Background: an optimization exercise with open tools, aiming at small area and a short achievable clock period. Do not read the settings as production practice. Function was checked by simulation only, so behaviour that the tests miss may differ from the original. Power is estimated from default activity; no workload was simulated.

## job 2327
## gshare_predictor
module gshare_predictor #(
    parameter int unsigned HIST_W = bp_pkg::HIST_W_DEF,
    parameter int unsigned PC_W   = bp_pkg::PC_W_DEF
) (
    input  logic              clk,
    input  logic              rst_n,
    input  logic              Pred_Valid,
    input  logic [PC_W-1:0]   Pred_PC,
    output logic              Pred_Taken,
    output logic [HIST_W-1:0] Pred_Index,
    input  logic              Upd_Valid,
    input  logic [HIST_W-1:0] Upd_Index,
    input  logic              Upd_Taken,
    input  logic              Upd_Mispredict,
    output logic [15:0]       Mispred_Count
);
    localparam int unsigned DEPTH = 2 ** HIST_W;
    logic [HIST_W-1:0] spec_hist;
    logic [HIST_W-1:0] arch_hist;
    logic [DEPTH-1:0]  dir;
    logic [DEPTH-1:0]  sat;
    logic              flush;
    pht_read u_read (
        .pc    (Pred_PC[HIST_W+1:2]),
        .h     (spec_hist),
        .dir   (dir),
        .idx   (Pred_Index),
        .taken (Pred_Taken)
    );
    logic [15:0] r_n, ra, ra_n, rb_n, c_n;
    logic [DEPTH-1:0] dir_next;
  ...
export LEC_CHECK = 0
export CAP_MARGIN = 20
export CORE_MARGIN = 2
export CORE_UTILIZATION = 70
export CTS_BUF_LIST = sky130_fd_sc_hd__clkbuf_16
export CTS_CLUSTER_DIAMETER = 80
export CTS_CLUSTER_SIZE = 24
export PLACE_DENSITY = 0.74
export SETUP_SLACK_MARGIN = 3.0
export SLEW_MARGIN = 20
create_clock -name core_clock -period 7.5 [get_ports {clk}]
standard.sh (not shown) runs the stock make flow with config.mk's settings and CLKGATE_MAP_FILE= SYNTH_SCRIPT=/design/flow/synth_recipe.tcl, a recipe that flattens the netlist after the stock synthesis.
==> flow/flow/run.sh <==
#!/bin/bash
# Layout with a hand-mapped PHT read path and PHT next-state logic:
#  1. the standard synthesis, with modules pht_read and sat_counter left
#     as black boxes;
#  2. the black boxes filled with flow/pht_read.v (sky130 cells, generated by
#     gen/gen_read.py) and the output of flow/gen_upd.py (sky130 cells), and
#     the netlist flattened as the standard synthesis does;
#  3. the standard layout of that netlist, with buf_2 port buffers
#     and no CTS dummy loads.
set -euo pipefail
W=$PWD
LIB=$FLOW_HOME/platforms/$FLOW_PLATFORM/lib/sky130_fd_sc_hd__tt_025C_1v80.lib
YOSYS=$FLOW_HOME/../tools/install/yosys/bin/yosys
[[ -x $YOSYS ]] || YOSYS=$(command -v yosys)

SYNTH_BLACKBOXES="pht_read sat_counter" bash standard.sh "$W/orfs/results/$FLOW_PLATFORM/gshare_predictor/base/1_2_yosys.v" > synth.log 2>&1
cp orfs/results/$FLOW_PLATFORM/gshare_predictor/base/1_2_yosys.v synth_bb.v
python3 flow/gen_upd.py $W/sat_counter_map.v

cat > link.ys <<EOT
read_liberty -lib $LIB
read_verilog $W/synth_bb.v
read_verilog $W/flow/pht_read.v
read_verilog $W/sat_counter_map.v
hierarchy -check -top $FLOW_TOP
flatten
opt_clean -purge
check -assert
stat
write_verilog -noattr -nohex -nodec $W/linked.v
EOT
$YOSYS -s link.ys > link.log 2>&1

rm -rf orfs
export BUFFER_PORTS_ARGS="-buffer_cell sky130_fd_sc_hd__buf_2"
export CTS_ARGS="-sink_clustering_enable -repair_clock_nets -sink_clustering_size 24 -sink_clustering_max_diameter 80 -buf_list sky130_fd_sc_hd__clkbuf_16 -dont_use_dummy_load"
SYNTH_NETLIST_FILES=$W/linked.v bash standard.sh > standard.log 2>&1
Other scripts of this flow, unchanged in this note and not shown: flow/flow/gen_upd.py, flow/flow/pht_read.v
In summary, job 2327 completed successfully, with a layout that passed the timing, design-rule and antenna checks.
### job 2327 -> job 8700
Settings: changing CTS_CLUSTER_SIZE from 24 to 12; changing CTS_CLUSTER_DIAMETER from 80 to 60; changing CTS_BUF_LIST from sky130_fd_sc_hd__clkbuf_16 to sky130_fd_sc_hd__clkbuf_8.
--- a/flow/flow/run.sh
+++ b/flow/flow/run.sh
@@ -35,3 +35,3 @@
 export BUFFER_PORTS_ARGS="-buffer_cell sky130_fd_sc_hd__buf_2"
-export CTS_ARGS="-sink_clustering_enable -repair_clock_nets -sink_clustering_size 24 -sink_clustering_max_diameter 80 -buf_list sky130_fd_sc_hd__clkbuf_16 -dont_use_dummy_load"
+export CTS_ARGS="-sink_clustering_enable -repair_clock_nets -sink_clustering_size 12 -sink_clustering_max_diameter 60 -buf_list sky130_fd_sc_hd__clkbuf_8 -dont_use_dummy_load"
 SYNTH_NETLIST_FILES=$W/linked.v bash standard.sh > standard.log 2>&1
Notes after the runs:
Both conditions hold for job 8700: the flow ran to the end and the final layout passed the timing, design-rule and antenna checks. Against job 2327 as the reference, job 8700 delivers a higher total wire length after detailed routing. First-pass GRT wire length sits higher in job 8700 than in job 2327. Via count of the first global-routing pass for job 8700: 182 up relative to job 2327.

========
gshare_predictor, a different RTL version from the one above (not shown whole).
Size: roughly 2500 cells after synthesis, about 71 I/O pins, roughly 0.027 mm² of cells after synthesis.
Settings: LEC_CHECK=0, CAP_MARGIN=20, CORE_MARGIN=2, CORE_UTILIZATION=60, CTS_BUF_LIST=sky130_fd_sc_hd__clkbuf_16, CTS_CLUSTER_DIAMETER=80, CTS_CLUSTER_SIZE=24, SETUP_SLACK_MARGIN=3.0, SLEW_MARGIN=20; clock period 7.5 ns.
==> flow/flow/run.sh <==
#!/bin/bash
# Layout with a hand-mapped PHT read path:
#  1. the standard synthesis, with module pht_read left as a black box;
#  2. the black box filled with flow/pht_read.v (sky130 cells, generated by
#     gen/gen_read.py) and the netlist flattened as the standard synthesis does;
#  3. the standard layout of that netlist, with buf_2 port buffers
#     and no CTS dummy loads.
set -euo pipefail
W=$PWD
LIB=$FLOW_HOME/platforms/$FLOW_PLATFORM/lib/sky130_fd_sc_hd__tt_025C_1v80.lib
YOSYS=$FLOW_HOME/../tools/install/yosys/bin/yosys
[[ -x $YOSYS ]] || YOSYS=$(command -v yosys)

SYNTH_BLACKBOXES=pht_read bash standard.sh "$W/orfs/results/$FLOW_PLATFORM/gshare_predictor/base/1_2_yosys.v" > synth.log 2>&1
cp orfs/results/$FLOW_PLATFORM/gshare_predictor/base/1_2_yosys.v synth_bb.v

cat > link.ys <<EOT
read_liberty -lib $LIB
read_verilog $W/synth_bb.v
read_verilog $W/flow/pht_read.v
hierarchy -check -top $FLOW_TOP
flatten
opt_clean -purge
check -assert
stat
write_verilog -noattr -nohex -nodec $W/linked.v
EOT
$YOSYS -s link.ys > link.log 2>&1

rm -rf orfs
export BUFFER_PORTS_ARGS="-buffer_cell sky130_fd_sc_hd__buf_2"
export CTS_ARGS="-sink_clustering_enable -repair_clock_nets -sink_clustering_size 24 -sink_clustering_max_diameter 80 -buf_list sky130_fd_sc_hd__clkbuf_16 -dont_use_dummy_load"
SYNTH_NETLIST_FILES=$W/linked.v bash standard.sh > standard.log 2>&1
Other scripts of this flow, unchanged in this note and not shown: flow/flow/pht_read.v
Change:
- CORE_UTILIZATION: 60 -> 70
- PLACE_DENSITY: default -> 0.74
After rerunning:
- power fell by 1.8%
- final cell count fell by 2.9%
- flip-flop and latch count does not change
- clock-buffer cell count fell by 3
- non-clock buffer count fell by 7
Change:
--- a/flow/flow/run.sh
+++ b/flow/flow/run.sh
@@ -32 +32 @@
-export CTS_ARGS="-sink_clustering_enable -repair_clock_nets -sink_clustering_size 24 -sink_clustering_max_diameter 80 -buf_list sky130_fd_sc_hd__clkbuf_16 -dont_use_dummy_load"
+export CTS_ARGS="-sink_clustering_enable -repair_clock_nets -sink_clustering_size 16 -sink_clustering_max_diameter 70 -buf_list sky130_fd_sc_hd__clkbuf_8 -dont_use_dummy_load"
- CTS_BUF_LIST: sky130_fd_sc_hd__clkbuf_16 -> sky130_fd_sc_hd__clkbuf_8
- CTS_CLUSTER_DIAMETER: 80 -> 70
- CTS_CLUSTER_SIZE: 24 -> 16
- SETUP_SLACK_MARGIN: 3.0 -> 4.0
Total power shrinks by 3.5%. Sequential power is about the same. Setup slack improves by 0.020 ns. Sequential share of layout area hardly moves.

## separate check: timing with driven ports
The flow's constraints put no driver on any port. The routed layouts listed below were extracted and timed again, unchanged, in two steps.
Step 1 assumes that a clkbuf_16 drives the clock port and a buf_2 every other input.
Step 2 adds t to the input delays and takes it off the output delays; t is the mean of the earliest and latest rising clock arrival at the registers after step 1. Input paths then give back, and output paths get back, about the clock's delay inside the block.
Three values: ideal, step 1, step 2; two values: the first two.
run | t (ns) | setup slack, ns | worst data-port slew with drivers (ns)
job 2327 | 0.656 | 2.483 / 2.449 / 2.449 | 0.09
job 8700 | 0.702 | 2.505 / 2.458 / 2.458 | 0.09
the first run of note 2 | 0.603 | 2.477 / 2.441 / 2.441 | 0.08
the second run of note 2 | 0.649 | 2.481 / 2.427 / 2.427 | 0.07
the third run of note 2 | 0.680 | 2.500 / 2.456 / 2.456 | 0.08
After both steps every run listed still meets setup and hold. For the second run of note 2, which loses most, drivers alone change the setup slack by -0.054 ns; drivers and shift together by -0.054 ns.
